From an optimization exercise on the open Yosys and OpenROAD flow, aimed at a short achievable clock period and few clock cycles; shortcuts taken in it are not production practice.
The RTL was checked by simulation tests, not by an equivalence proof against the original design.
Power and IR drop assume default switching activity.

==> design/flow/design.v <==
`default_nettype none
package isa_pkg;
	typedef enum logic [5:0] {
		R_TYPE = 6'b000000,
		J      = 6'b000010,
		BEQ    = 6'b000100,
		BNE    = 6'b000101,
		ADDIU  = 6'b001001,
		ANDI   = 6'b001100,
		ORI    = 6'b001101,
		LUI    = 6'b001111,
		LW     = 6'b100011,
		SW     = 6'b101011,
		HALT   = 6'b111111
	} opcode_e;
	typedef enum logic [5:0] {
		SLL  = 6'b000000,
		ADDU = 6'b100001,
		SUBU = 6'b100011,
		AND  = 6'b100100,
		OR   = 6'b100101,
		XOR  = 6'b100110,
		SLT  = 6'b101010
	} funct_e;
	typedef enum logic [3:0] {
		ALU_ADD,
		ALU_SUB,
		ALU_AND,
		ALU_OR,
		ALU_XOR,
		ALU_SLT,
		ALU_SLL,
		ALU_LUI
	} alu_op_e;
	typedef struct packed {
		opcode_e                  opcode;
		logic [5-1:0]  rs;
		logic [5-1:0]  rt;
		logic [5-1:0]  rd;
		logic [5-1:0]  shamt;
		funct_e                   funct;
	} instr_t;
endpackage
`default_nettype wire
`default_nettype none
package pipe_pkg;
	typedef struct packed {
		logic [31:0]                 instruction;    
		logic [6-1:0]  pc_plus1;
	} if_id_t;
	typedef struct packed {
		logic                        valid;
		logic [3:0]                  alu_op;         
		logic                        alu_src_imm;    
		logic [5-1:0]     shamt;
		logic [5-1:0]     rs;
		logic [5-1:0]     rt;
		logic [5-1:0]     write_reg;
		logic [32-1:0]    data_ra;
		logic [32-1:0]    data_rb;
		logic [32-1:0]    imm_ext;
		logic                        mem_read;
		logic                        mem_write;
		logic                        reg_write;
		logic                        mem_to_reg;
		logic                        halt;
	} id_ex_t;
	typedef struct packed {
		logic                        valid;
		logic [32-1:0]    alu_result;     
		logic [32-1:0]    store_data;
		logic [5-1:0]     write_reg;
		logic                        mem_read;
		logic                        mem_write;
		logic                        reg_write;
		logic                        mem_to_reg;
		logic                        halt;
	} ex_mem_t;
	typedef struct packed {
		logic                        reg_write;
		logic [5-1:0]     write_reg;
		logic [32-1:0]    write_data;
	} wb_t;
	typedef struct packed {
		logic                        reg_write;      
		logic [5-1:0]     write_reg;
		logic [32-1:0]    data;
	} fwd_t;
endpackage
`default_nettype wire
`timescale 1ns/1ps
`default_nettype none
module pipeline (
	input  wire                         clock,
	input  wire                         i_arst_n,
	input  wire                         i_start,
	input  wire                         i_im_we,
	input  wire [6-1:0]   i_im_addr,
	input  wire [32-1:0]     i_im_data,
	input  wire [5-1:0]      i_reg_dbg_addr,
	input  wire [6-1:0]   i_dm_dbg_addr,
	output logic [32-1:0]    o_reg_dbg_data,
	output logic [32-1:0]    o_dm_dbg_data,
	output logic [6-1:0]  o_pc,
	output logic                        o_halt
);
	localparam int NS = 3;    
	localparam [5:0] OP_R = 6'h00, OP_J = 6'h02, OP_BEQ = 6'h04, OP_BNE = 6'h05,
		OP_ADDIU = 6'h09, OP_ANDI = 6'h0c, OP_ORI = 6'h0d, OP_LUI = 6'h0f,
		OP_LW = 6'h23, OP_SW = 6'h2b, OP_HALT = 6'h3f;
	localparam int R_ADD = 0, R_SUB = 1, R_AND = 2, R_OR = 3, R_XOR = 4, R_SLT = 5,
		R_SLL = 6, R_B = 7, NR = 8;
	function automatic logic w_rtype_ok(input logic [31:0] w);
		case (w[5:0])
			6'h21, 6'h23, 6'h24, 6'h25, 6'h26, 6'h2a, 6'h00: w_rtype_ok = 1'b1;
			default: w_rtype_ok = 1'b0;
		endcase
	endfunction
	function automatic logic [4:0] wd_dst(input logic [31:0] w);
		case (w[31:26])
			OP_R: wd_dst = w_rtype_ok(w) ? w[15:11] : 5'd0;
			OP_ADDIU, OP_ANDI, OP_ORI, OP_LUI, OP_LW: wd_dst = w[20:16];
			default: wd_dst = 5'd0;
		endcase
	endfunction
	function automatic logic w_uses_rs(input logic [31:0] w);
		case (w[31:26])
			OP_R: w_uses_rs = w_rtype_ok(w) && (w[5:0] != 6'h00);
			OP_ADDIU, OP_ANDI, OP_ORI, OP_LW, OP_SW, OP_BEQ, OP_BNE: w_uses_rs = 1'b1;
			default: w_uses_rs = 1'b0;
		endcase
	endfunction
	function automatic logic w_uses_rt(input logic [31:0] w);
		case (w[31:26])
			OP_R: w_uses_rt = w_rtype_ok(w);
			OP_SW, OP_BEQ, OP_BNE: w_uses_rt = 1'b1;
			default: w_uses_rt = 1'b0;
		endcase
	endfunction
	function automatic logic pair_ok(input logic [31:0] a, input logic [31:0] b);
		logic [4:0] d;
		logic       ctl, raw, fuse, memc;
		d    = wd_dst(a);
		ctl  = (a[31:26] == OP_J) || (a[31:26] == OP_BEQ) || (a[31:26] == OP_BNE) ||
			(a[31:26] == OP_HALT);
		raw  = (d != 5'd0) && ((w_uses_rs(b) && b[25:21] == d) || (w_uses_rt(b) && b[20:16] == d));
		fuse = (a[31:26] == OP_ADDIU) && (d != 5'd0) &&
			((b[31:26] == OP_BEQ) || (b[31:26] == OP_BNE)) &&
			((b[25:21] == d && b[20:16] == 5'd0) || (b[20:16] == d && b[25:21] == 5'd0));
		memc = ((a[31:26] == OP_SW) || (a[31:26] == OP_LW)) &&
			((b[31:26] == OP_SW) || (b[31:26] == OP_LW));
		pair_ok = !ctl && (b[31:26] != OP_HALT) && (!raw || fuse) && !memc;
	endfunction
	function automatic logic skip_ok(input logic [31:0] a, input logic [31:0] c);
		logic [4:0] d;
		logic       raw, memc;
		d    = wd_dst(a);
		raw  = (d != 5'd0) && ((w_uses_rs(c) && c[25:21] == d) || (w_uses_rt(c) && c[20:16] == d));
		memc = ((a[31:26] == OP_SW) || (a[31:26] == OP_LW)) &&
			((c[31:26] == OP_SW) || (c[31:26] == OP_LW));
		skip_ok = !raw && !memc;
	endfunction
	localparam int NI = 23;
	function automatic logic [NI-1:0] winfo(input logic [31:0] w);
		logic [5:0] op;
		op = w[31:26];
		winfo = {wd_dst(w), w[25:21], w[20:16], w_uses_rs(w), w_uses_rt(w),
			op == OP_ADDIU, (op == OP_BEQ) || (op == OP_BNE),
			(op == OP_LW) || (op == OP_SW), op == OP_SW,
			(op == OP_J) || (op == OP_BEQ) || (op == OP_BNE) || (op == OP_HALT),
			op == OP_HALT};
	endfunction
	function automatic logic i_raw(input logic [NI-1:0] a, input logic [NI-1:0] b);
		i_raw = (a[22:18] != 5'd0) && ((b[7] && b[17:13] == a[22:18]) || (b[6] && b[12:8] == a[22:18]));
	endfunction
	function automatic logic i_fuse(input logic [NI-1:0] a, input logic [NI-1:0] b);
		i_fuse = a[5] && (a[22:18] != 5'd0) && b[4] &&
			((b[17:13] == a[22:18] && b[12:8] == 5'd0) || (b[12:8] == a[22:18] && b[17:13] == 5'd0));
	endfunction
	function automatic logic i_pair(input logic [NI-1:0] a, input logic [NI-1:0] b);
		i_pair = !a[1] && !b[0] && (!i_raw(a, b) || i_fuse(a, b)) && !(a[3] && b[3]);
	endfunction
	function automatic logic i_skip(input logic [NI-1:0] a, input logic [NI-1:0] c);
		i_skip = !i_raw(a, c) && !(a[3] && c[3]);
	endfunction
	function automatic logic fuse_ok(input logic [31:0] a, input logic [31:0] b);
		logic [4:0] d;
		d = wd_dst(a);
		fuse_ok = (a[31:26] == OP_ADDIU) && (d != 5'd0) &&
			((b[31:26] == OP_BEQ) || (b[31:26] == OP_BNE)) &&
			((b[25:21] == d && b[20:16] == 5'd0) || (b[20:16] == d && b[25:21] == 5'd0));
	endfunction
	logic run_q;       
	logic halt_q;      
	logic ex_halt;     
	logic start;
	assign start = i_start && !run_q;
	always_ff @(posedge clock or negedge i_arst_n) begin
		if (!i_arst_n) begin
			run_q  <= 1'b0;
			halt_q <= 1'b0;
		end else if (start) begin
			run_q  <= 1'b1;
			halt_q <= 1'b0;
		end else if (ex_halt) begin
			run_q  <= 1'b0;
			halt_q <= 1'b1;
		end
	end
	assign o_halt = halt_q;
	logic [31:0] im_w    [64];
	logic [5:0]  im_tgt  [64];    
	logic        im_j    [64];    
	logic        im_br   [64];    
	logic        im_h    [64];    
	logic [1:0]  im_bp   [64];    
	logic        im_p01  [64];    
	logic        im_r02  [64];    
	logic        im_f01  [64];    
	logic        im_back [64];
	logic [3:0]  lc_cur  [64];
	logic [3:0]  lc_trip [64];
	logic        lc_v    [64];
	logic [3:0]  nx_lcur [64];
	logic [3:0]  nx_ltrip[64];
	logic        nx_lv   [64];
	logic        lx_dir  [64];    
	logic [5:0]  nx_tgt  [64];
	logic        nx_j    [64];
	logic        nx_br   [64];
	logic        nx_h    [64];
	logic [1:0]  nx_bp   [64];
	logic        nx_p01  [64];
	logic        nx_r02  [64];
	logic        lq_we;
	logic [5:0]  lq_a;
	logic [31:0] lq_d;
	logic [5:0]  lq_op;
	logic [5:0]  lq_tgt;
	logic [NI-1:0] lq_inf;
	logic [NI-1:0] im_inf [64];
	logic        bp_we_q;
	logic [5:0]  bp_wa_q;
	logic [1:0]  bp_wd_q;
	logic        bp_bt_q;         
	always_ff @(posedge clock or negedge i_arst_n) begin
		if (!i_arst_n)
			lq_we <= 1'b0;
		else
			lq_we <= i_im_we && !run_q;
	end
	always_ff @(posedge clock) begin
		lq_a <= i_im_addr;
		lq_d <= i_im_data;
		lq_inf <= winfo(i_im_data);
	end
	assign lq_op  = lq_d[31:26];
	assign lq_tgt = (lq_op == OP_J) ? lq_d[5:0] : lq_a + 6'd1 + lq_d[5:0];
	always_comb begin
		for (int k = 0; k < 64; k++) begin
			nx_tgt[k] = im_tgt[k];
			nx_j[k]   = im_j[k];
			nx_br[k]  = im_br[k];
			nx_h[k]   = im_h[k];
			nx_bp[k]  = im_bp[k];
			nx_p01[k] = im_p01[k];
			nx_r02[k] = im_r02[k];
			if (lq_we && lq_a == 6'(k)) begin
				nx_tgt[k] = lq_tgt;
				nx_j[k]   = (lq_op == OP_J);
				nx_br[k]  = (lq_op == OP_BEQ) || (lq_op == OP_BNE);
				nx_h[k]   = (lq_op == OP_HALT);
				nx_bp[k]  = (lq_op == OP_BNE) ? 2'd2 : 2'd1;
			end else if (bp_we_q && bp_wa_q == 6'(k)) begin
				nx_bp[k]  = bp_wd_q;
			end
			nx_lcur[k]  = lc_cur[k];
			nx_ltrip[k] = lc_trip[k];
			nx_lv[k]    = lc_v[k];
			if (lq_we && lq_a == 6'(k)) begin
				nx_lcur[k] = 4'd0;
				nx_lv[k]   = 1'b0;
			end else if (bp_we_q && bp_wa_q == 6'(k)) begin
				if (bp_bt_q) begin
					nx_lcur[k] = (lc_cur[k] == 4'd15) ? 4'd15 : lc_cur[k] + 4'd1;
				end else begin
					nx_lcur[k]  = 4'd0;
					nx_ltrip[k] = lc_cur[k];
					nx_lv[k]    = (lc_cur[k] != 4'd15);
				end
			end
			if (lq_we && lq_a == 6'(k))
				nx_p01[k] = i_pair(lq_inf, im_inf[(k + 1) % 64]);
			else if (lq_we && lq_a == 6'((k + 1) % 64))
				nx_p01[k] = i_pair(im_inf[k], lq_inf);
			if (lq_we && lq_a == 6'(k))
				nx_r02[k] = i_skip(lq_inf, im_inf[(k + 2) % 64]);
			else if (lq_we && lq_a == 6'((k + 2) % 64))
				nx_r02[k] = i_skip(im_inf[k], lq_inf);
		end
	end
	always_ff @(posedge clock) begin
		for (int k = 0; k < 64; k++) begin
			im_tgt[k] <= nx_tgt[k];
			im_j[k]   <= nx_j[k];
			im_br[k]  <= nx_br[k];
			im_h[k]   <= nx_h[k];
			im_bp[k]  <= nx_bp[k];
			im_p01[k] <= nx_p01[k];
			im_r02[k] <= nx_r02[k];
			lc_cur[k]  <= nx_lcur[k];
			lc_trip[k] <= nx_ltrip[k];
			lc_v[k]    <= nx_lv[k];
			if (lq_we && lq_a == 6'(k)) begin
				im_w[k]   <= lq_d;
				im_inf[k] <= lq_inf;
				im_back[k] <= lq_d[5];
				im_f01[k] <= i_fuse(lq_inf, im_inf[(k + 1) % 64]);
			end else if (lq_we && lq_a == 6'((k + 1) % 64)) begin
				im_f01[k] <= i_fuse(im_inf[k], lq_inf);
			end
		end
	end
	logic [1:0]  g_n   [64];     
	logic        g_pt  [64];
	logic [5:0]  g_npc [64];
	logic [5:0]  g_alt [64];
	logic [1:0]  g_bp  [64];
	logic        g_hb  [64];     
	logic [5:0]  g_bpc [64];     
	logic [1:0]  lx_infl [64];
	always_comb begin
		for (int j = 0; j < 64; j++) begin
			lx_infl[j] = 2'(fd_hb && fd_pt && fd_bpc == 6'(j)) +
				2'(e_bv && e_pt && e_bpc == 6'(j));
			lx_dir[j] = nx_bp[j][1] && !(im_back[j] && nx_lv[j] &&
				(5'(nx_lcur[j]) + 5'(lx_infl[j]) == 5'(nx_ltrip[j])));
		end
	end
	always_ff @(posedge clock) begin
		for (int k = 0; k < 64; k++) begin
			int          b, c, d;
			logic [5:0]  k1, k2, k3, ft2, ft3;
			logic        pta, ptb, ptc;
			b   = (k + 1) % 64;
			c   = (k + 2) % 64;
			d   = (k + 3) % 64;
			k1  = 6'(k + 1);
			k2  = 6'(k + 2);
			k3  = 6'(k + 3);
			ft2 = nx_j[c] ? nx_tgt[c] : k2;
			ft3 = nx_j[d] ? nx_tgt[d] : k3;
			pta = nx_j[k] || (nx_br[k] && lx_dir[k]);
			ptb = nx_j[b] || (nx_br[b] && lx_dir[b]);
			ptc = nx_j[c] || (nx_br[c] && lx_dir[c]);
			g_bp[k]  <= nx_bp[k];
			g_hb[k]  <= 1'b0;
			g_bpc[k] <= 6'(k);
			if (pta || nx_h[k]) begin
				g_n[k]   <= 2'd0;
				g_pt[k]  <= pta;
				g_npc[k] <= pta ? nx_tgt[k] : k1;
				g_alt[k] <= k1;
				g_hb[k]  <= nx_br[k];
			end else if (nx_br[k]) begin
				g_pt[k]  <= 1'b0;
				g_alt[k] <= nx_tgt[k];
				g_hb[k]  <= 1'b1;
				if (nx_br[b] || nx_h[b]) begin
					g_n[k]   <= 2'd0;
					g_npc[k] <= k1;
				end else if (nx_j[b]) begin
					g_n[k]   <= 2'd1;
					g_npc[k] <= nx_tgt[b];
				end else if (nx_p01[b] && !nx_br[c]) begin
					g_n[k]   <= 2'd2;
					g_npc[k] <= nx_j[c] ? nx_tgt[c] : ft3;
				end else begin
					g_n[k]   <= 2'd1;
					g_npc[k] <= ft2;
				end
			end else if (!nx_p01[k]) begin
				g_n[k]   <= 2'd0;
				g_pt[k]  <= 1'b0;
				g_npc[k] <= k1;
				g_alt[k] <= k1;
			end else if (ptb) begin
				g_n[k]   <= 2'd1;
				g_pt[k]  <= 1'b1;
				g_npc[k] <= nx_tgt[b];
				g_alt[k] <= k2;
				g_bp[k]  <= nx_bp[b];
				g_hb[k]  <= nx_br[b];
				g_bpc[k] <= 6'(b);
			end else if (nx_br[b]) begin
				g_pt[k]  <= 1'b0;
				g_alt[k] <= nx_tgt[b];
				g_bp[k]  <= nx_bp[b];
				g_hb[k]  <= 1'b1;
				g_bpc[k] <= 6'(b);
				if (!nx_br[c] && !nx_h[c] && nx_r02[k]) begin
					g_n[k]   <= 2'd2;
					g_npc[k] <= nx_j[c] ? nx_tgt[c] : ft3;
				end else begin
					g_n[k]   <= 2'd1;
					g_npc[k] <= k2;
				end
			end else if (nx_p01[b] && nx_r02[k]) begin
				g_n[k]   <= 2'd2;
				g_pt[k]  <= ptc;
				g_npc[k] <= ptc ? nx_tgt[c] : ft3;
				g_alt[k] <= ptc ? k3 : nx_tgt[c];
				g_bp[k]  <= nx_bp[c];
				g_hb[k]  <= nx_br[c];
				g_bpc[k] <= 6'(c);
			end else begin
				g_n[k]   <= 2'd1;
				g_pt[k]  <= 1'b0;
				g_npc[k] <= ft2;
				g_alt[k] <= k2;
			end
		end
	end
	logic [5:0]  pc_q;           
	logic [63:0] pc_oh;          
	logic [31:0] f_w [NS];
	logic [31:0] fb_w [4];       
	logic [31:0] ab_w [4];       
	logic [1:0]  f_n;
	logic        f_pt;           
	logic        f_hb;
	logic [5:0]  f_bpc;
	logic [5:0]  f_npc, f_alt;
	logic [1:0]  f_bp;
	logic [1:0]  f_fuse;         
	logic [5:0]  pc_d;
	logic        f_stale;        
	logic        redirect;       
	always_comb begin
		for (int s = 0; s < NS; s++)
			f_w[s] = fb_w[(pc_q[1:0] + 2'(s)) % 4];
		f_n    = '0;
		f_pt   = 1'b0;
		f_hb   = 1'b0;
		f_bpc  = '0;
		f_npc  = '0;
		f_alt  = '0;
		f_bp   = '0;
		f_fuse = '0;
		for (int k = 0; k < 64; k++) begin
			f_n       = f_n    | ({2{pc_oh[k]}} & g_n[k]);
			f_pt      = f_pt   | (pc_oh[k] & g_pt[k]);
			f_hb      = f_hb   | (pc_oh[k] & g_hb[k]);
			f_bpc     = f_bpc  | ({6{pc_oh[k]}} & g_bpc[k]);
			f_npc     = f_npc  | ({6{pc_oh[k]}} & g_npc[k]);
			f_alt     = f_alt  | ({6{pc_oh[k]}} & g_alt[k]);
			f_bp      = f_bp   | ({2{pc_oh[k]}} & g_bp[k]);
			f_fuse[0] = f_fuse[0] | (pc_oh[k] & im_f01[k]);
			f_fuse[1] = f_fuse[1] | (pc_oh[k] & im_f01[(k + 1) % 64]);
		end
	end
	logic        fd_v;
	logic [1:0]  fd_n;
	logic [31:0] fd_w [NS];
	logic [5:0]  fd_pc;
	logic [5:0]  fd_alt;
	logic [63:0] fd_alt_oh;
	logic [1:0]  fd_bp;
	logic        fd_pt;
	logic        fd_hb;
	logic [5:0]  fd_bpc;
	logic [1:0]  fd_fuse;
	logic [31:0] ag_w [NS];
	logic [1:0]  ag_n;
	logic        ag_pt;
	logic        ag_hb;
	logic [5:0]  ag_bpc;
	logic [5:0]  ag_npc, ag_alt;
	logic [1:0]  ag_bp;
	logic [1:0]  ag_fuse;
	logic [31:0] ea_w [NS];
	logic [1:0]  ea_n;
	logic        ea_pt;
	logic        ea_hb;
	logic [5:0]  ea_bpc;
	logic [5:0]  ea_npc, ea_alt, ea_pc;
	logic [63:0] ea_npc_oh;
	logic [1:0]  ea_bp;
	logic [1:0]  ea_fuse;
	assign f_stale = lq_we && lq_a <= 6'd3;
	always_comb begin
		for (int b = 0; b < 4; b++) begin
			fb_w[b] = '0;
			ab_w[b] = '0;
			for (int j = 0; j < 16; j++) begin
				fb_w[b] = fb_w[b] | ({32{pc_oh[4*j+b] | pc_oh[(4*j+b+63) % 64] |
					pc_oh[(4*j+b+62) % 64]}} & im_w[4*j+b]);
				ab_w[b] = ab_w[b] | ({32{fd_alt_oh[4*j+b] | fd_alt_oh[(4*j+b+63) % 64] |
					fd_alt_oh[(4*j+b+62) % 64]}} & im_w[4*j+b]);
			end
		end
	end
	always_comb begin
		if (!run_q)
			pc_d = (start && !f_stale) ? f_npc : 6'd0;
		else if (ex_halt)
			pc_d = 6'd0;
		else
			pc_d = f_npc;
	end
	always_ff @(posedge clock or negedge i_arst_n) begin
		if (!i_arst_n) begin
			pc_q  <= '0;
			pc_oh <= 64'd1;
			fd_v  <= 1'b0;
		end else begin
			if (run_q && !ex_halt && redirect) begin
				pc_q  <= ea_npc;
				pc_oh <= ea_npc_oh;
			end else begin
				pc_q  <= pc_d;
				pc_oh <= 64'd1 << pc_d;
			end
			if (!run_q)
				fd_v <= !f_stale;
			else
				fd_v <= !ex_halt;
		end
	end
	always_comb begin
		for (int s = 0; s < NS; s++)
			ag_w[s] = ab_w[(fd_alt[1:0] + 2'(s)) % 4];
		ag_n    = '0;
		ag_pt   = 1'b0;
		ag_hb   = 1'b0;
		ag_bpc  = '0;
		ag_npc  = '0;
		ag_alt  = '0;
		ag_bp   = '0;
		ag_fuse = '0;
		for (int k = 0; k < 64; k++) begin
			ag_n       = ag_n   | ({2{fd_alt_oh[k]}} & g_n[k]);
			ag_pt      = ag_pt  | (fd_alt_oh[k] & g_pt[k]);
			ag_hb      = ag_hb  | (fd_alt_oh[k] & g_hb[k]);
			ag_bpc     = ag_bpc | ({6{fd_alt_oh[k]}} & g_bpc[k]);
			ag_npc     = ag_npc | ({6{fd_alt_oh[k]}} & g_npc[k]);
			ag_alt     = ag_alt | ({6{fd_alt_oh[k]}} & g_alt[k]);
			ag_bp      = ag_bp  | ({2{fd_alt_oh[k]}} & g_bp[k]);
			ag_fuse[0] = ag_fuse[0] | (fd_alt_oh[k] & im_f01[k]);
			ag_fuse[1] = ag_fuse[1] | (fd_alt_oh[k] & im_f01[(k + 1) % 64]);
		end
	end
	always_ff @(posedge clock) begin
		for (int s = 0; s < NS; s++)
			ea_w[s] <= ag_w[s];
		ea_n      <= ag_n;
		ea_pt     <= ag_pt;
		ea_hb     <= ag_hb;
		ea_bpc    <= ag_bpc;
		ea_npc    <= ag_npc;
		ea_npc_oh <= 64'd1 << ag_npc;
		ea_alt    <= ag_alt;
		ea_bp     <= ag_bp;
		ea_fuse   <= ag_fuse;
		ea_pc     <= fd_alt;
	end
	always_ff @(posedge clock) begin
		if (redirect) begin
			for (int s = 0; s < NS; s++)
				fd_w[s] <= ea_w[s];
			fd_n      <= ea_n;
			fd_pc     <= ea_pc;
			fd_alt    <= ea_alt;
			fd_alt_oh <= 64'd1 << ea_alt;
			fd_bp     <= ea_bp;
			fd_pt     <= ea_pt;
			fd_hb     <= ea_hb;
			fd_bpc    <= ea_bpc;
			fd_fuse   <= ea_fuse;
		end else begin
			for (int s = 0; s < NS; s++)
				fd_w[s] <= f_w[s];
			fd_n      <= f_n;
			fd_pc     <= pc_q;
			fd_alt    <= f_alt;
			fd_alt_oh <= 64'd1 << f_alt;
			fd_bp     <= f_bp;
			fd_pt     <= f_pt;
			fd_hb     <= f_hb;
			fd_bpc    <= f_bpc;
			fd_fuse   <= f_fuse;
		end
	end
	logic [31:0] regs [32];
	logic [4:0]  w_dst [NS];     
	logic [31:0] w_res [NS];
	logic [4:0]  e_dst [NS];
	logic [31:0] d_w    [NS];
	logic        d_v    [NS];
	logic [4:0]  d_rs   [NS];
	logic [4:0]  d_rt   [NS];
	logic [31:0] d_ra   [NS];
	logic [31:0] d_rb   [NS];
	logic [4:0]  d_dst  [NS];
	logic [NR-1:0] d_sel [NS];
	logic        d_ld   [NS];
	logic        d_immb [NS];    
	logic [31:0] d_bimm [NS];
	logic        d_sw   [NS];
	logic        d_br   [NS];
	logic        d_bne  [NS];
	logic        d_halt [NS];
	logic        d_go;           
	always_comb
		for (int s = 0; s < NS; s++)
			d_w[s] = fd_w[s];
	assign d_v[0] = 1'b1;
	assign d_v[1] = fd_n != 2'd0;
	assign d_v[2] = fd_n == 2'd2;
	function automatic logic [31:0] rf_read(input logic [4:0] r,
		input logic [4:0] wd0, input logic [31:0] wr0,
		input logic [4:0] wd1, input logic [31:0] wr1,
		input logic [4:0] wd2, input logic [31:0] wr2,
		input logic [31:0] rv);
		if (wd2 != 5'd0 && wd2 == r)
			rf_read = wr2;
		else if (wd1 != 5'd0 && wd1 == r)
			rf_read = wr1;
		else if (wd0 != 5'd0 && wd0 == r)
			rf_read = wr0;
		else if (r == 5'd0)
			rf_read = 32'd0;
		else
			rf_read = rv;
	endfunction
	always_comb begin
		for (int s = 0; s < NS; s++) begin
			d_rs[s]   = d_w[s][25:21];
			d_rt[s]   = d_w[s][20:16];
			d_ra[s]   = rf_read(d_rs[s], w_dst[0], w_res[0], w_dst[1], w_res[1],
				w_dst[2], w_res[2], regs[d_rs[s]]);
			d_rb[s]   = rf_read(d_rt[s], w_dst[0], w_res[0], w_dst[1], w_res[1],
				w_dst[2], w_res[2], regs[d_rt[s]]);
			d_dst[s]  = 5'd0;
			d_sel[s]  = '0;
			d_ld[s]   = 1'b0;
			d_immb[s] = 1'b1;
			d_bimm[s] = {{16{d_w[s][15]}}, d_w[s][15:0]};
			d_sw[s]   = 1'b0;
			d_br[s]   = 1'b0;
			d_bne[s]  = 1'b0;
			d_halt[s] = 1'b0;
			case (d_w[s][31:26])
				OP_R: begin
					d_immb[s] = 1'b0;
					d_dst[s]  = d_w[s][15:11];
					case (d_w[s][5:0])
						6'h21: d_sel[s][R_ADD] = 1'b1;
						6'h23: d_sel[s][R_SUB] = 1'b1;
						6'h24: d_sel[s][R_AND] = 1'b1;
						6'h25: d_sel[s][R_OR]  = 1'b1;
						6'h26: d_sel[s][R_XOR] = 1'b1;
						6'h2a: d_sel[s][R_SLT] = 1'b1;
						6'h00: d_sel[s][R_SLL] = 1'b1;
						default: d_dst[s] = 5'd0;
					endcase
				end
				OP_ADDIU: begin
					d_dst[s] = d_rt[s];
					d_sel[s][R_ADD] = 1'b1;
				end
				OP_ANDI: begin
					d_dst[s]  = d_rt[s];
					d_bimm[s] = {16'd0, d_w[s][15:0]};
					d_sel[s][R_AND] = 1'b1;
				end
				OP_ORI: begin
					d_dst[s]  = d_rt[s];
					d_bimm[s] = {16'd0, d_w[s][15:0]};
					d_sel[s][R_OR] = 1'b1;
				end
				OP_LUI: begin
					d_dst[s]  = d_rt[s];
					d_bimm[s] = {d_w[s][15:0], 16'd0};
					d_sel[s][R_B] = 1'b1;
				end
				OP_LW: begin
					d_dst[s] = d_rt[s];
					d_ld[s]  = 1'b1;
				end
				OP_SW: d_sw[s] = 1'b1;
				OP_BEQ: begin
					d_immb[s] = 1'b0;
					d_br[s]   = 1'b1;
				end
				OP_BNE: begin
					d_immb[s] = 1'b0;
					d_br[s]   = 1'b1;
					d_bne[s]  = 1'b1;
				end
				OP_HALT: d_halt[s] = 1'b1;
				default: ;
			endcase
		end
	end
	logic [NR-1:0] e_sel [NS];
	logic [31:0] e_a    [NS];
	logic [31:0] e_b    [NS];
	logic [3:0]  e_fa   [NS];    
	logic [3:0]  e_fb   [NS];
	logic [3:0]  e_tt   [NS];    
	logic [4:0]  e_sh   [NS];
	logic        e_halt;
	logic        e_pt;
	logic [5:0]  e_bpc;
	logic [1:0]  e_bp;
	logic [5:0]  e_pc;
	logic        e_mld;
	logic        e_msw;
	logic [NS-1:0] e_mslot;
	logic [5:0]  e_mbase;
	logic [3:0]  e_mfa;
	logic [5:0]  e_mimm;
	logic [31:0] e_msd;
	logic [3:0]  e_mfsd;
	logic        e_bv;
	logic [NS-1:0] e_bslot;
	logic [31:0] e_ba, e_bb;
	logic [3:0]  e_bfa, e_bfb;
	logic        e_bne;
	assign d_go = run_q && fd_v && !redirect && !ex_halt;
	function automatic logic [3:0] fwd_sel(input logic [4:0] r,
		input logic [4:0] ed0, input logic [4:0] ed1, input logic [4:0] ed2);
		fwd_sel[2] = (ed2 != 5'd0) && (ed2 == r);
		fwd_sel[1] = !fwd_sel[2] && (ed1 != 5'd0) && (ed1 == r);
		fwd_sel[0] = !fwd_sel[2] && !fwd_sel[1] && (ed0 != 5'd0) && (ed0 == r);
		fwd_sel[3] = !fwd_sel[2] && !fwd_sel[1] && !fwd_sel[0];
	endfunction
	logic [NS-1:0] d_ms, d_bs;   
	logic [3:0]  d_fa [NS];
	logic [3:0]  d_fb [NS];
	logic [31:0] d_ca [NS];      
	logic [31:0] d_cb [NS];
	logic [3:0]  d_cfa [NS];
	logic [3:0]  d_cfb [NS];
	always_comb begin
		for (int s = 0; s < NS; s++) begin
			d_ms[s] = d_v[s] && (d_ld[s] || d_sw[s]);
			d_bs[s] = d_v[s] && d_br[s];
			d_fa[s] = fwd_sel(d_rs[s], e_dst[0], e_dst[1], e_dst[2]);
			d_fb[s] = fwd_sel(d_rt[s], e_dst[0], e_dst[1], e_dst[2]);
			d_ca[s]  = d_ra[s];
			d_cb[s]  = d_rb[s];
			d_cfa[s] = d_fa[s];
			d_cfb[s] = d_fb[s];
			if (s > 0 && fd_fuse[s-1]) begin
				d_ca[s]  = d_ra[s-1];
				d_cb[s]  = 32'd0 - d_bimm[s-1];
				d_cfa[s] = fwd_sel(d_rs[s-1], e_dst[0], e_dst[1], e_dst[2]);
				d_cfb[s] = 4'b1000;
			end
		end
	end
	always_ff @(posedge clock or negedge i_arst_n) begin
		if (!i_arst_n) begin
			for (int s = 0; s < NS; s++)
				e_dst[s] <= '0;
			e_halt <= 1'b0;
			e_msw  <= 1'b0;
			e_bv   <= 1'b0;
		end else begin
			for (int s = 0; s < NS; s++)
				e_dst[s] <= (d_go && d_v[s]) ? d_dst[s] : 5'd0;
			e_halt <= d_go && d_halt[0];
			e_msw  <= d_go && ((d_ms & {d_sw[2], d_sw[1], d_sw[0]}) != '0);
			e_bv   <= d_go && (d_bs != '0);
		end
	end
	always_ff @(posedge clock) begin
		for (int s = 0; s < NS; s++) begin
			e_sel[s]  <= d_sel[s];
			e_a[s]    <= d_ra[s];
			e_b[s]    <= d_immb[s] ? d_bimm[s] : d_rb[s];
			e_fa[s]   <= d_fa[s];
			e_fb[s]   <= d_immb[s] ? 4'b1000 : d_fb[s];
			e_tt[s]   <= d_sel[s][R_AND] ? 4'b1000 : d_sel[s][R_OR] ? 4'b1110 :
				d_sel[s][R_XOR] ? 4'b0110 : d_sel[s][R_B] ? 4'b1010 : 4'b0000;
			e_sh[s]   <= d_w[s][10:6];
		end
		e_mld   <= (d_ms & {d_ld[2], d_ld[1], d_ld[0]}) != '0;
		e_mslot <= d_ms;
		e_mbase <= '0;
		e_mfa   <= '0;
		e_mimm  <= '0;
		e_msd   <= '0;
		e_mfsd  <= '0;
		e_bslot <= d_bs;
		e_ba    <= '0;
		e_bb    <= '0;
		e_bfa   <= '0;
		e_bfb   <= '0;
		e_bne   <= 1'b0;
		for (int s = 0; s < NS; s++) begin
			if (d_ms[s]) begin
				e_mbase <= d_ra[s][5:0];
				e_mfa   <= d_fa[s];
				e_mimm  <= d_bimm[s][5:0];
				e_msd   <= d_rb[s];
				e_mfsd  <= d_fb[s];
			end
			if (d_bs[s]) begin
				e_ba  <= d_ca[s];
				e_bb  <= d_cb[s];
				e_bfa <= d_cfa[s];
				e_bfb <= d_cfb[s];
				e_bne <= d_bne[s];
			end
		end
		e_pt <= fd_pt;
		e_bpc <= fd_bpc;
		e_bp <= fd_bp;
		e_pc <= fd_pc;
	end
	logic [31:0] dmem [64];
	logic [31:0] dmv  [64];      
	logic        x_st;
	logic        st_v;
	logic [63:0] st_oh;
	logic [31:0] st_d;
	logic [31:0] x_a    [NS];
	logic [31:0] x_b    [NS];
	logic [31:0] x_add  [NS];
	logic [31:0] x_sub  [NS];
	logic [31:0] x_sll  [NS];
	logic [31:0] x_alu  [NS];
	logic [31:0] x_res  [NS];
	logic        x_slt  [NS];
	logic        x_sq   [NS];      
	logic [5:0]  x_mbase, x_maddr;
	logic [31:0] x_ld, x_msd;
	logic        x_eq, x_taken, x_misp;
	logic        wq     [NS][NS];  
	function automatic logic [31:0] fwd(input logic [3:0] f, input logic [31:0] v,
		input logic [31:0] r0, input logic [31:0] r1, input logic [31:0] r2);
		fwd = ({32{f[3]}} & v) | ({32{f[0]}} & r0) | ({32{f[1]}} & r1) | ({32{f[2]}} & r2);
	endfunction
	always_comb begin
		for (int i = 0; i < NS; i++)
			for (int j = 0; j < NS; j++)
				wq[i][j] = (i == j) || (w_res[i] == w_res[j]);
	end
	always_comb begin
		x_mbase = ({6{e_mfa[3]}} & e_mbase) | ({6{e_mfa[0]}} & w_res[0][5:0]) |
			({6{e_mfa[1]}} & w_res[1][5:0]) | ({6{e_mfa[2]}} & w_res[2][5:0]);
		x_maddr = x_mbase + e_mimm;
		for (int k = 0; k < 64; k++)
			dmv[k] = (st_v && st_oh[k]) ? st_d : dmem[k];
		x_ld    = dmv[x_maddr];
		x_msd   = fwd(e_mfsd, e_msd, w_res[0], w_res[1], w_res[2]);
		x_eq = e_bfa[3] && e_bfb[3] && (e_ba == e_bb);
		for (int j = 0; j < NS; j++) begin
			x_eq = x_eq | (e_bfa[3] && e_bfb[j] && (e_ba == w_res[j]));
			x_eq = x_eq | (e_bfa[j] && e_bfb[3] && (w_res[j] == e_bb));
			for (int i = 0; i < NS; i++)
				x_eq = x_eq | (e_bfa[i] && e_bfb[j] && wq[i][j]);
		end
		x_taken = x_eq ^ e_bne;
		x_misp  = e_bv && (x_taken != e_pt);
		x_sq[0] = 1'b0;
		for (int s = 1; s < NS; s++)
			x_sq[s] = x_sq[s-1] || (x_misp && e_bslot[s-1]);
		for (int s = 0; s < NS; s++) begin
			x_a[s]    = fwd(e_fa[s],  e_a[s],  w_res[0], w_res[1], w_res[2]);
			x_b[s]    = fwd(e_fb[s],  e_b[s],  w_res[0], w_res[1], w_res[2]);
			x_add[s]  = x_a[s] + x_b[s];
			x_sub[s]  = x_a[s] - x_b[s];
			x_slt[s]  = (x_a[s][31] != x_b[s][31]) ? x_a[s][31] : x_sub[s][31];
			x_sll[s]  = x_b[s] << e_sh[s];
			for (int i = 0; i < 32; i++)
				x_alu[s][i] = x_b[s][i] ? (x_a[s][i] ? e_tt[s][3] : e_tt[s][1]) :
					(x_a[s][i] ? e_tt[s][2] : e_tt[s][0]);
			if (e_sel[s][R_ADD]) x_alu[s] = x_alu[s] | x_add[s];
			if (e_sel[s][R_SUB]) x_alu[s] = x_alu[s] | x_sub[s];
			if (e_sel[s][R_SLT]) x_alu[s] = x_alu[s] | {31'd0, x_slt[s]};
			if (e_sel[s][R_SLL]) x_alu[s] = x_alu[s] | x_sll[s];
			x_res[s] = x_alu[s] | ((e_mld && e_mslot[s]) ? x_ld : 32'd0);
		end
	end
	assign redirect = x_misp;
	assign ex_halt  = e_halt;
	always_ff @(posedge clock or negedge i_arst_n) begin
		if (!i_arst_n)
			bp_we_q <= 1'b0;
		else
			bp_we_q <= e_bv;
	end
	always_ff @(posedge clock) begin
		bp_wa_q <= e_pc + (e_bslot[1] ? 6'd1 : e_bslot[2] ? 6'd2 : 6'd0);
		bp_bt_q <= x_taken;
		bp_wd_q <= x_taken ? ((e_bp == 2'd3) ? 2'd3 : e_bp + 2'd1) :
			((e_bp == 2'd0) ? 2'd0 : e_bp - 2'd1);
	end
	assign x_st = e_msw && !(e_mslot[1] && x_sq[1]) && !(e_mslot[2] && x_sq[2]);
	always_ff @(posedge clock or negedge i_arst_n) begin
		if (!i_arst_n)
			st_v <= 1'b0;
		else
			st_v <= x_st;
	end
	always_ff @(posedge clock) begin
		st_oh <= 64'd1 << x_maddr;
		st_d  <= x_msd;
		for (int k = 0; k < 64; k++)
			if (st_v && st_oh[k])
				dmem[k] <= st_d;
		o_dm_dbg_data <= dmem[i_dm_dbg_addr];
	end
	always_ff @(posedge clock or negedge i_arst_n) begin
		if (!i_arst_n) begin
			for (int s = 0; s < NS; s++)
				w_dst[s] <= '0;
		end else begin
			for (int s = 0; s < NS; s++)
				w_dst[s] <= x_sq[s] ? 5'd0 : e_dst[s];
		end
	end
	always_ff @(posedge clock) begin
		for (int s = 0; s < NS; s++)
			w_res[s] <= x_res[s];
	end
	logic [5:0] opc_q;
	always_ff @(posedge clock or negedge i_arst_n) begin
		if (!i_arst_n)
			opc_q <= '0;
		else if (ex_halt)
			opc_q <= e_pc + 6'd1;
	end
	assign o_pc = opc_q;
	always_ff @(posedge clock or negedge i_arst_n) begin
		if (!i_arst_n) begin
			for (int i = 0; i < 32; i++)
				regs[i] <= '0;
		end else begin
			for (int i = 1; i < 32; i++) begin
				if (w_dst[2] == 5'(i))
					regs[i] <= w_res[2];
				else if (w_dst[1] == 5'(i))
					regs[i] <= w_res[1];
				else if (w_dst[0] == 5'(i))
					regs[i] <= w_res[0];
			end
		end
	end
	always_ff @(posedge clock)
		o_reg_dbg_data <= (i_reg_dbg_addr == 5'd0) ? 32'd0 : regs[i_reg_dbg_addr];
endmodule
`default_nettype wire
==> design/flow/run.sh <==
#!/bin/bash
# synth_recipe.tcl (not shown) runs the flow's synth.tcl, then flattens the netlist and writes it again
# the make line also repeats each setting of config.mk as NAME=value (left out here)
make -C /OpenROAD-flow-scripts/flow DESIGN_CONFIG=/design/flow/config.mk WORK_HOME=/design/flow/orfs CLKGATE_MAP_FILE= SYNTH_SCRIPT=/design/flow/synth_recipe.tcl finish
==> design/flow/config.mk <==
export PLATFORM = sky130hd
export DESIGN_NAME = pipeline
export DESIGN_NICKNAME = pipeline
export VERILOG_FILES = /design/flow/design.v
export SDC_FILE = /design/flow/constraint.sdc
export NUM_CORES = 8
export LEC_CHECK = 0
export CAP_MARGIN = 20
export CORE_MARGIN = 2
export CORE_UTILIZATION = 30
export CTS_CLUSTER_DIAMETER = 200
export CTS_CLUSTER_SIZE = 50
export GPL_ROUTABILITY_DRIVEN = 1
export PLACE_DENSITY = 0.36
export SETUP_SLACK_MARGIN = 3.5
export SLEW_MARGIN = 20
==> design/flow/constraint.sdc <==
create_clock -name core_clock -period 8.0 [get_ports {clock}]
set_input_delay 1.6000 -clock core_clock [delete_from_list [all_inputs] [get_ports {clock}]]
set_output_delay 1.6000 -clock core_clock [all_outputs]
set_load 0.01 [all_outputs]
==> metrics.md <==
| Metric | Value |
|---|---|
| CTS Buf Count | `270` |
| Port buffer count | `123` |
| Most numerous cell in the Yosys netlist | `nand2_1` |
| H-tree levels | `5` |
| Run Error | `[ERROR GRT-0232] Routing congestion too high. Check the congestion heatmap in the GUI.` |
| Site Rows | `500` |
| Synth async-reset ratio | `11.2%` |
| GRT Util Overall | `69.1%` |
| EDFF count, synth | `2880` |
| Die span in y | `around 1400 um` |
| CTS Hold Buffers Added | `0` |
| CTS max path bufs | `5` |
| Largest net degree at the start of global routing | `156` |
| Synth Cell Area | `~560000 um^2` |
| # clock sinks | `approximately 9800` |
| CTS root buffer | `clkbuf_16` |
| Die Wd | `1370 um` |
| Gr ovfl total | `10` |
| Ys Warns | `85` |
| Post-synthesis area per instance | `9.00 um^2` |
| Pre-CTS setup slack | `between 700 and 800 ps` |
| Yosys cell types | `128` |
| Yosys top cell area share | `21.0%` |
| Synth area leader | `dfxtp_1` |
| Register area share after synthesis | `41.5%` |
| Mapped Nets | `a little over 60000` |
| Yosys reg bits | `~9800` |
| Syn Inst Count | `61922` |
| Routability congestion estimate from global placement | `1.25` |
| Status | `stopped before the end` |
| # IOs | `124` |
| Synth top area cells | `dfxtp_1 21%, edfxtp_1 16%, a22oi_1 7.5%` |
| HPWL Detailed | `4700000 um` |
| Synth cell count leaders | `6042 x nand2_1, 5858 x dfxtp_1, 5536 x a22oi_1, 4976 x clkbuf_1, 3488 x nor2_1` |
| Starting Density | `30.1%` |
| Top_reg_cell synth | `dfxtp_1` |
| Halt Stage | `5_1_grt` |
==> metrics by stage <==
step / std cells / cell area, um^2
detailed placement: 85130 / 615000
global placement: 85032 / 613000
CTS: 88120 / 675000
floorplan: 61922 / 559000
==> how the worst max path moves through the flow <==
stage / endpoint / from / depth (start not counted)
CTS: w_res[0][11]$_DFF_P_ / e_mfa[0]$_DFF_P_ / 21
detailed placement: g_npc[34][1]$_DFF_P_ / lq_a[1]$_DFF_P_ / 16
global placement: g_npc[58][1]$_DFF_P_ / bp_wa_q[3]$_DFF_P_ / 16
floorplan: g_npc[6][3]$_DFF_P_ / lq_a[4]$_DFF_P_ / 20
==> power groups by stage <==
stage / combinational [mW] / clock [mW] / sequential (mW)
4_1_cts: 105 / 25.7 / 63.0
3_5_place_dp: 96.4 / 0 / 64.8
3_3_place_gp: 95.9 / 0 / 64.9
2_1_floorplan: 41.1 / 0 / 56.4
==> timing repair <==
item / in CTS
pin swaps: 1194
setup buffers: 2440
endpoints found under the setup margin: 2776
gates resized for setup: 5788
gates cloned: 110
==> kinds of logic after synthesis <==
group	after synthesis	synth area share, %
buffers and inverters	7656	5.27
multiplexers	3580	7.07
AO/OA/AOI/OAI	20434	26.3
adder cells (fa/ha/maj)	409	1.02
XOR/XNOR	2168	3.56
flip-flops	9845	41.5
AND/OR/NAND/NOR	17830	15.3
==> per-layer routing <==
layer | GRT overflow | track usage [%]
met2 | 0 | 81.9
met1 | 0 | 71.0
met4 | 0 | 68.4
met5 | 4 | 29.0
met3 | 6 | 55.0
Testbench counts, summed over its fixed seeds: cycles 24,089.
